This is an optimization exercise on Yosys and OpenROAD, whose aim is small area, not a production implementation. Only simulation tests tie the RTL to the original design; equivalence was not proved. Power is estimated from default activity; no workload was simulated.

==> inputs of trial 32 <==
==> flow/design.v (excerpt) <==
module int_sched_top (
  input  logic        clk,
  input  logic        rst,
  input  logic        ray_valid,
  input  logic [80:0] ray_in,
  output logic        ray_stall,
  output logic        issue_valid,
  output logic [80:0] issue_pipe,
  input  logic        em_miss,
  input  logic [15:0] em_ray_id,
  input  logic        fr_valid,
  input  logic        fr_hit,
  input  logic [15:0] fr_ray_id,
  input  logic [15:0] fr_tri_id,
  output logic        we,
  input  logic        full,
  output logic [32:0] res_out,
  output logic        idle,
  output logic        err
);
  localparam int DEPTH = 64;
  logic [6:0]  used_r;
  logic [6:0]  infl_r;
  logic [5:0]  wptr_r;
  logic [5:0]  rptr_r;
  logic        issue_valid_r;
  logic        err_r;
  logic [80:0] issue_pipe_r;
  logic [DEPTH-1:0][32:0] mem_r;
  logic accept_s, rd_s, em_ok_s, fr_ok_s, n1_s, n2_s, err_evt_s;
  logic [32:0] em_res_s, fr_res_s, first_s, even_s, odd_s;
  assign ray_stall = used_r[6];
  assign accept_s  = ray_valid & ~used_r[6];
  assign rd_s      = (used_r != infl_r) & ~full;
  assign em_ok_s = em_miss & (infl_r != 7'd0);
  assign fr_ok_s = fr_valid & (em_ok_s ? (infl_r[6:1] != 6'd0) : (infl_r != 7'd0));
  assign n1_s    = em_ok_s | fr_ok_s;
  assign n2_s    = em_ok_s & fr_ok_s;
  assign err_evt_s = (em_miss & ~em_ok_s) | (fr_valid & ~fr_ok_s);
  assign em_res_s = {em_ray_id, 17'd0};
  ...
==> module int_sched_top, before the edit <==
module int_sched_top (
  input  logic        clk,
  input  logic        rst,
  input  logic        ray_valid,
  input  logic [80:0] ray_in,
  output logic        ray_stall,
  output logic        issue_valid,
  output logic [80:0] issue_pipe,
  input  logic        em_miss,
  input  logic [15:0] em_ray_id,
  input  logic        fr_valid,
  input  logic        fr_hit,
  input  logic [15:0] fr_ray_id,
  input  logic [15:0] fr_tri_id,
  output logic        we,
  input  logic        full,
  output logic [32:0] res_out,
  output logic        idle,
  output logic        err
);
  localparam int DEPTH = 64;
  logic [6:0]  used_r;
  logic [6:0]  infl_r;
  logic [5:0]  wptr_r;
  logic [5:0]  rptr_r;
  logic        issue_valid_r;
  logic        err_r;
  logic [80:0] issue_pipe_r;
  logic [DEPTH-1:0][32:0] mem_r;
  logic accept_s, rd_s, em_ok_s, fr_ok_s, n1_s, n2_s, err_evt_s;
  logic [32:0] em_res_s, fr_res_s, first_s, even_s, odd_s;
  assign ray_stall = used_r[6];
  assign accept_s  = ray_valid & ~used_r[6];
  assign rd_s      = (used_r != infl_r) & ~full;
  assign em_ok_s = em_miss & (infl_r != 7'd0);
  assign fr_ok_s = fr_valid & (em_ok_s ? (infl_r[6:1] != 6'd0) : (infl_r != 7'd0));
  assign n1_s    = em_ok_s | fr_ok_s;
  assign n2_s    = em_ok_s & fr_ok_s;
  assign err_evt_s = (em_miss & ~em_ok_s) | (fr_valid & ~fr_ok_s);
  assign em_res_s = {em_ray_id, 17'd0};
  assign fr_res_s = {fr_ray_id, fr_hit, fr_tri_id & {16{fr_hit}}};
  assign first_s  = em_ok_s ? em_res_s : fr_res_s;
  assign even_s   = wptr_r[0] ? fr_res_s : first_s;
  assign odd_s    = wptr_r[0] ? first_s : fr_res_s;
  always_ff @(posedge clk or negedge rst) begin
    if (!rst) begin
      used_r        <= '0;
      infl_r        <= '0;
      wptr_r        <= '0;
      rptr_r        <= '0;
      issue_valid_r <= 1'b0;
      err_r         <= 1'b0;
    end else begin
      used_r        <= used_r + 7'(accept_s) - 7'(rd_s);
      infl_r        <= infl_r + 7'(accept_s) - 7'(em_ok_s) - 7'(fr_ok_s);
      wptr_r        <= wptr_r + 6'(n1_s) + 6'(n2_s);
      rptr_r        <= rptr_r + 6'(rd_s);
      issue_valid_r <= accept_s;
      err_r         <= err_r | err_evt_s;
    end
  end
  always_ff @(posedge clk) issue_pipe_r <= ray_in;
  logic [DEPTH-1:0] wdec_s, wsel_s, hsel_s, rdec_s;
  always_comb begin
    for (int i = 0; i < DEPTH; i++) begin
      wdec_s[i] = (wptr_r == 6'(i));
      rdec_s[i] = (rptr_r == 6'(i));
    end
    for (int i = 0; i < DEPTH; i++) begin
      wsel_s[i] = (wdec_s[i] & n1_s) | (wdec_s[(i+DEPTH-1)%DEPTH] & n2_s);
      hsel_s[i] = ~(wdec_s[i] & n1_s) & ~(wdec_s[(i+DEPTH-1)%DEPTH] & n2_s);
    end
  end
  always_ff @(posedge clk) begin
    for (int i = 0; i < DEPTH; i++) begin
      mem_r[i] <= (mem_r[i] & {33{hsel_s[i]}}) |
                  (((i % 2) == 0 ? even_s : odd_s) & {33{wsel_s[i]}});
    end
  end
  always_comb begin
    res_out = '0;
    for (int i = 0; i < DEPTH; i++) res_out = res_out | (mem_r[i] & {33{rdec_s[i]}});
  end
  assign we          = rd_s;
  assign issue_valid = issue_valid_r;
  assign issue_pipe  = issue_pipe_r;
  assign err         = err_r;
  assign idle        = (used_r == 7'd0) & ~issue_valid_r;
endmodule
==> flow/config.mk <==
export PLATFORM = sky130hd
export DESIGN_NAME = int_sched_top
export DESIGN_NICKNAME = int_sched_top
export VERILOG_FILES = /design/flow/design.v
export SDC_FILE = /design/flow/constraint.sdc
export NUM_CORES = 4
export LEC_CHECK = 0
export CAP_MARGIN = 20
export CORE_MARGIN = 2
export CORE_UTILIZATION = 45
export SLEW_MARGIN = 20
==> flow/constraint.sdc <==
create_clock -name core_clock -period 6.0 [get_ports {clk}]
set_input_delay 1.2000 -clock core_clock [delete_from_list [all_inputs] [get_ports {clk}]]
set_output_delay 1.2000 -clock core_clock [all_outputs]
set_load 0.01 [all_outputs]
run.sh (not shown) runs the stock make flow with config.mk's settings and CLKGATE_MAP_FILE= SYNTH_SCRIPT=/design/flow/synth_recipe.tcl, a recipe that flattens the netlist after the stock synthesis.
==> build 13 (differences from trial 32) <==
--- a/flow/design.v
+++ b/flow/design.v
@@ -24,8 +24,11 @@
   logic [5:0]  wptr_r;
   logic [5:0]  rptr_r;
+  logic        infl_nz_r;    
+  logic        infl_ge2_r;   
   logic        issue_valid_r;
   logic        err_r;
   logic [80:0] issue_pipe_r;
   logic [DEPTH-1:0][32:0] mem_r;
+  logic [6:0] infl_next_s;
   logic accept_s, rd_s, em_ok_s, fr_ok_s, n1_s, n2_s, err_evt_s;
   logic [32:0] em_res_s, fr_res_s, first_s, even_s, odd_s;
@@ -33,6 +36,7 @@
   assign accept_s  = ray_valid & ~used_r[6];
   assign rd_s      = (used_r != infl_r) & ~full;
-  assign em_ok_s = em_miss & (infl_r != 7'd0);
-  assign fr_ok_s = fr_valid & (em_ok_s ? (infl_r[6:1] != 6'd0) : (infl_r != 7'd0));
+  assign em_ok_s = em_miss & infl_nz_r;
+  assign fr_ok_s = fr_valid & (em_ok_s ? infl_ge2_r : infl_nz_r);
+  assign infl_next_s = infl_r + 7'(accept_s) - 7'(em_ok_s) - 7'(fr_ok_s);
   assign n1_s    = em_ok_s | fr_ok_s;
   assign n2_s    = em_ok_s & fr_ok_s;
@@ -47,4 +51,6 @@
       used_r        <= '0;
       infl_r        <= '0;
+      infl_nz_r     <= 1'b0;
+      infl_ge2_r    <= 1'b0;
       wptr_r        <= '0;
       rptr_r        <= '0;
@@ -53,5 +59,7 @@
     end else begin
       used_r        <= used_r + 7'(accept_s) - 7'(rd_s);
-      infl_r        <= infl_r + 7'(accept_s) - 7'(em_ok_s) - 7'(fr_ok_s);
+      infl_r        <= infl_next_s;
+      infl_nz_r     <= (infl_next_s != 7'd0);
+      infl_ge2_r    <= (infl_next_s[6:1] != 6'd0);
       wptr_r        <= wptr_r + 6'(n1_s) + 6'(n2_s);
       rptr_r        <= rptr_r + 6'(rd_s);
@@ -61,4 +69,6 @@
   end
   always_ff @(posedge clk) issue_pipe_r <= ray_in;
+  logic near_full_s;
+  assign near_full_s = used_r[6] | (&used_r[5:0]);
   logic [DEPTH-1:0] wdec_s, wsel_s, hsel_s, rdec_s;
   always_comb begin
@@ -69,16 +79,28 @@
     for (int i = 0; i < DEPTH; i++) begin
       wsel_s[i] = (wdec_s[i] & n1_s) | (wdec_s[(i+DEPTH-1)%DEPTH] & n2_s);
-      hsel_s[i] = ~(wdec_s[i] & n1_s) & ~(wdec_s[(i+DEPTH-1)%DEPTH] & n2_s);
+      hsel_s[i] = ~(wdec_s[i] | wdec_s[(i+DEPTH-1)%DEPTH]) | (near_full_s & ~wsel_s[i]);
     end
   end
-  always_ff @(posedge clk) begin
-    for (int i = 0; i < DEPTH; i++) begin
-      mem_r[i] <= (mem_r[i] & {33{hsel_s[i]}}) |
-                  (((i % 2) == 0 ? even_s : odd_s) & {33{wsel_s[i]}});
+  logic [DEPTH-1:0][32:0] mem_next_s;
+  logic [32:0][DEPTH-1:0] mem_t_s;
+  for (genvar i = 0; i < DEPTH; i++) begin : g_entry
+    int_entry_next u_next (
+      .q    (mem_r[i]),
+      .wd   ((i % 2) == 0 ? even_s : odd_s),
+      .hold (hsel_s[i]),
+      .load (wsel_s[i]),
+      .d    (mem_next_s[i])
+    );
+    for (genvar b = 0; b < 33; b++) begin : g_t
+      assign mem_t_s[b][i] = mem_r[i][b];
     end
   end
-  always_comb begin
-    res_out = '0;
-    for (int i = 0; i < DEPTH; i++) res_out = res_out | (mem_r[i] & {33{rdec_s[i]}});
+  always_ff @(posedge clk) mem_r <= mem_next_s;
+  for (genvar b = 0; b < 33; b++) begin : g_rd
+    int_rd_bit u_rd (
+      .d   (mem_t_s[b]),
+      .sel (rdec_s),
+      .y   (res_out[b])
+    );
   end
   assign we          = rd_s;
@@ -88,2 +110,67 @@
   assign idle        = (used_r == 7'd0) & ~issue_valid_r;
 endmodule
+module int_entry_next (
+  input  logic [32:0] q,
+  input  logic [32:0] wd,
+  input  logic        hold,
+  input  logic        load,
+  output logic [32:0] d
+);
+  assign d = (q & {33{hold}}) | (wd & {33{load}});
+endmodule
+module int_rd_bit (
+  input  logic [63:0] d,
+  input  logic [63:0] sel,
+  output logic        y
+);
+  logic [21:0] t_n;   
+  logic [5:0]  u;     
+  logic [2:0]  v_n;
+  for (genvar k = 0; k < 21; k++) begin : g_aoi
+    int_aoi222 u_aoi (
+      .a0(d[3*k]),   .b0(sel[3*k]),
+      .a1(d[3*k+1]), .b1(sel[3*k+1]),
+      .a2(d[3*k+2]), .b2(sel[3*k+2]),
+      .y (t_n[k])
+    );
+  end
+  int_nand2 u_last (.a(d[63]), .b(sel[63]), .y(t_n[21]));
+  for (genvar k = 0; k < 5; k++) begin : g_nand
+    int_nand4 u_nand (.a(t_n[4*k]), .b(t_n[4*k+1]), .c(t_n[4*k+2]), .d(t_n[4*k+3]), .y(u[k]));
+  end
+  int_nand2 u_nand5 (.a(t_n[20]), .b(t_n[21]), .y(u[5]));
+  for (genvar k = 0; k < 3; k++) begin : g_nor
+    int_nor2 u_nor (.a(u[2*k]), .b(u[2*k+1]), .y(v_n[k]));
+  end
+  int_nand3 u_out (.a(v_n[0]), .b(v_n[1]), .c(v_n[2]), .y(y));
+endmodule
+module int_aoi222 (
+  input  logic a0, b0, a1, b1, a2, b2,
+  output logic y
+);
+  assign y = ~((a0 & b0) | (a1 & b1) | (a2 & b2));
+endmodule
+module int_nand4 (
+  input  logic a, b, c, d,
+  output logic y
+);
+  assign y = ~(a & b & c & d);
+endmodule
+module int_nand2 (
+  input  logic a, b,
+  output logic y
+);
+  assign y = ~(a & b);
+endmodule
+module int_nand3 (
+  input  logic a, b, c,
+  output logic y
+);
+  assign y = ~(a & b & c);
+endmodule
+module int_nor2 (
+  input  logic a, b,
+  output logic y
+);
+  assign y = ~(a | b);
+endmodule
==> flow/flow/run.sh (new file) <==
#!/bin/bash
# Standard layout, except that the port buffers use the smallest buffer cell.
# Each tool's output goes to its own log file in this folder.
cp standard.sh standard_sh.txt
export BUFFER_PORTS_ARGS="-buffer_cell sky130_fd_sc_hd__buf_1"
bash standard.sh > standard.log 2>&1
status=$?
# Keep ORFS's per-step logs beside this flow's log.
mkdir -p orfs_logs
cp -r orfs/logs/. orfs_logs/ 2>/dev/null
exit $status
==> flow/standard.sh (new file) <==
#!/bin/bash
# synth_recipe.tcl (not shown) runs the flow's synth.tcl, then flattens the netlist and writes it again
# the make line also repeats each setting of config.mk as NAME=value (left out here)
make -C /OpenROAD-flow-scripts/flow DESIGN_CONFIG=/design/flow/config.mk WORK_HOME=/design/flow/orfs CLKGATE_MAP_FILE= SYNTH_SCRIPT=/design/flow/synth_recipe.tcl "${@:-finish}"
--- a/flow/config.mk
+++ b/flow/config.mk
@@ -6,6 +6,11 @@
 export NUM_CORES = 4
 export LEC_CHECK = 0
-export CAP_MARGIN = 20
+export CAP_MARGIN = 0
 export CORE_MARGIN = 2
-export CORE_UTILIZATION = 45
-export SLEW_MARGIN = 20
+export CORE_UTILIZATION = 50
+export CTS_BUF_LIST = sky130_fd_sc_hd__clkbuf_8
+export CTS_CLUSTER_DIAMETER = 80
+export CTS_CLUSTER_SIZE = 14
+export SETUP_SLACK_MARGIN = 0.1
+export SLEW_MARGIN = 0
+export SYNTH_HIERARCHICAL = 1
removed: flow/run.sh
==> notes.md <==
- Synthesized cell count: trial 32 is smaller than build 13 (30%).
- Sequential share of layout area: build 13 is lower than trial 32 (16 points).
- Against build 13, the clock power of trial 32 is larger by about 80%.
- Trial 32 completed with no timing, DRC or antenna violations. Build 13 produced a layout that fails on negative setup slack.
- Of build 13 and trial 32, trial 32 has the higher hold slack (gap 0.15 ns).
- Against trial 32, the non-clock buffer count of build 13 is lower by 24.
- Of trial 32 and build 13, trial 32 has the higher count of clock-buffer cells in the layout (gap 102).

## what the ideal ports hide
No port has a modelled driver above. Below, the same layouts with a new extraction and two added sets of constraints.
Step 1 sets driving cells, clkbuf_16 on the clock port and buf_2 on the other inputs (assumed; they add their load-dependent delay and slew).
Step 2 also shifts input and output timing later by t, the mid clock arrival at the registers, as if the neighbouring blocks saw the same clock.
a / b / c = ideal / step 1 / step 2; a / b = the first two.
| run | t (ns) | slack for setup (ns) | hold WS [ns] | worst data-port slew with drivers (ns) |
|---|---|---|---|---|
| trial 32 | 0.916 | 0.118 / 0.034 / 0.950 | 0.486 / 0.486 / 0.486 | 0.05 |
| build 13 | 1.031 | -0.046 / -0.129 / 0.903 | 0.338 / 0.279 / 0.490 | 0.06 |
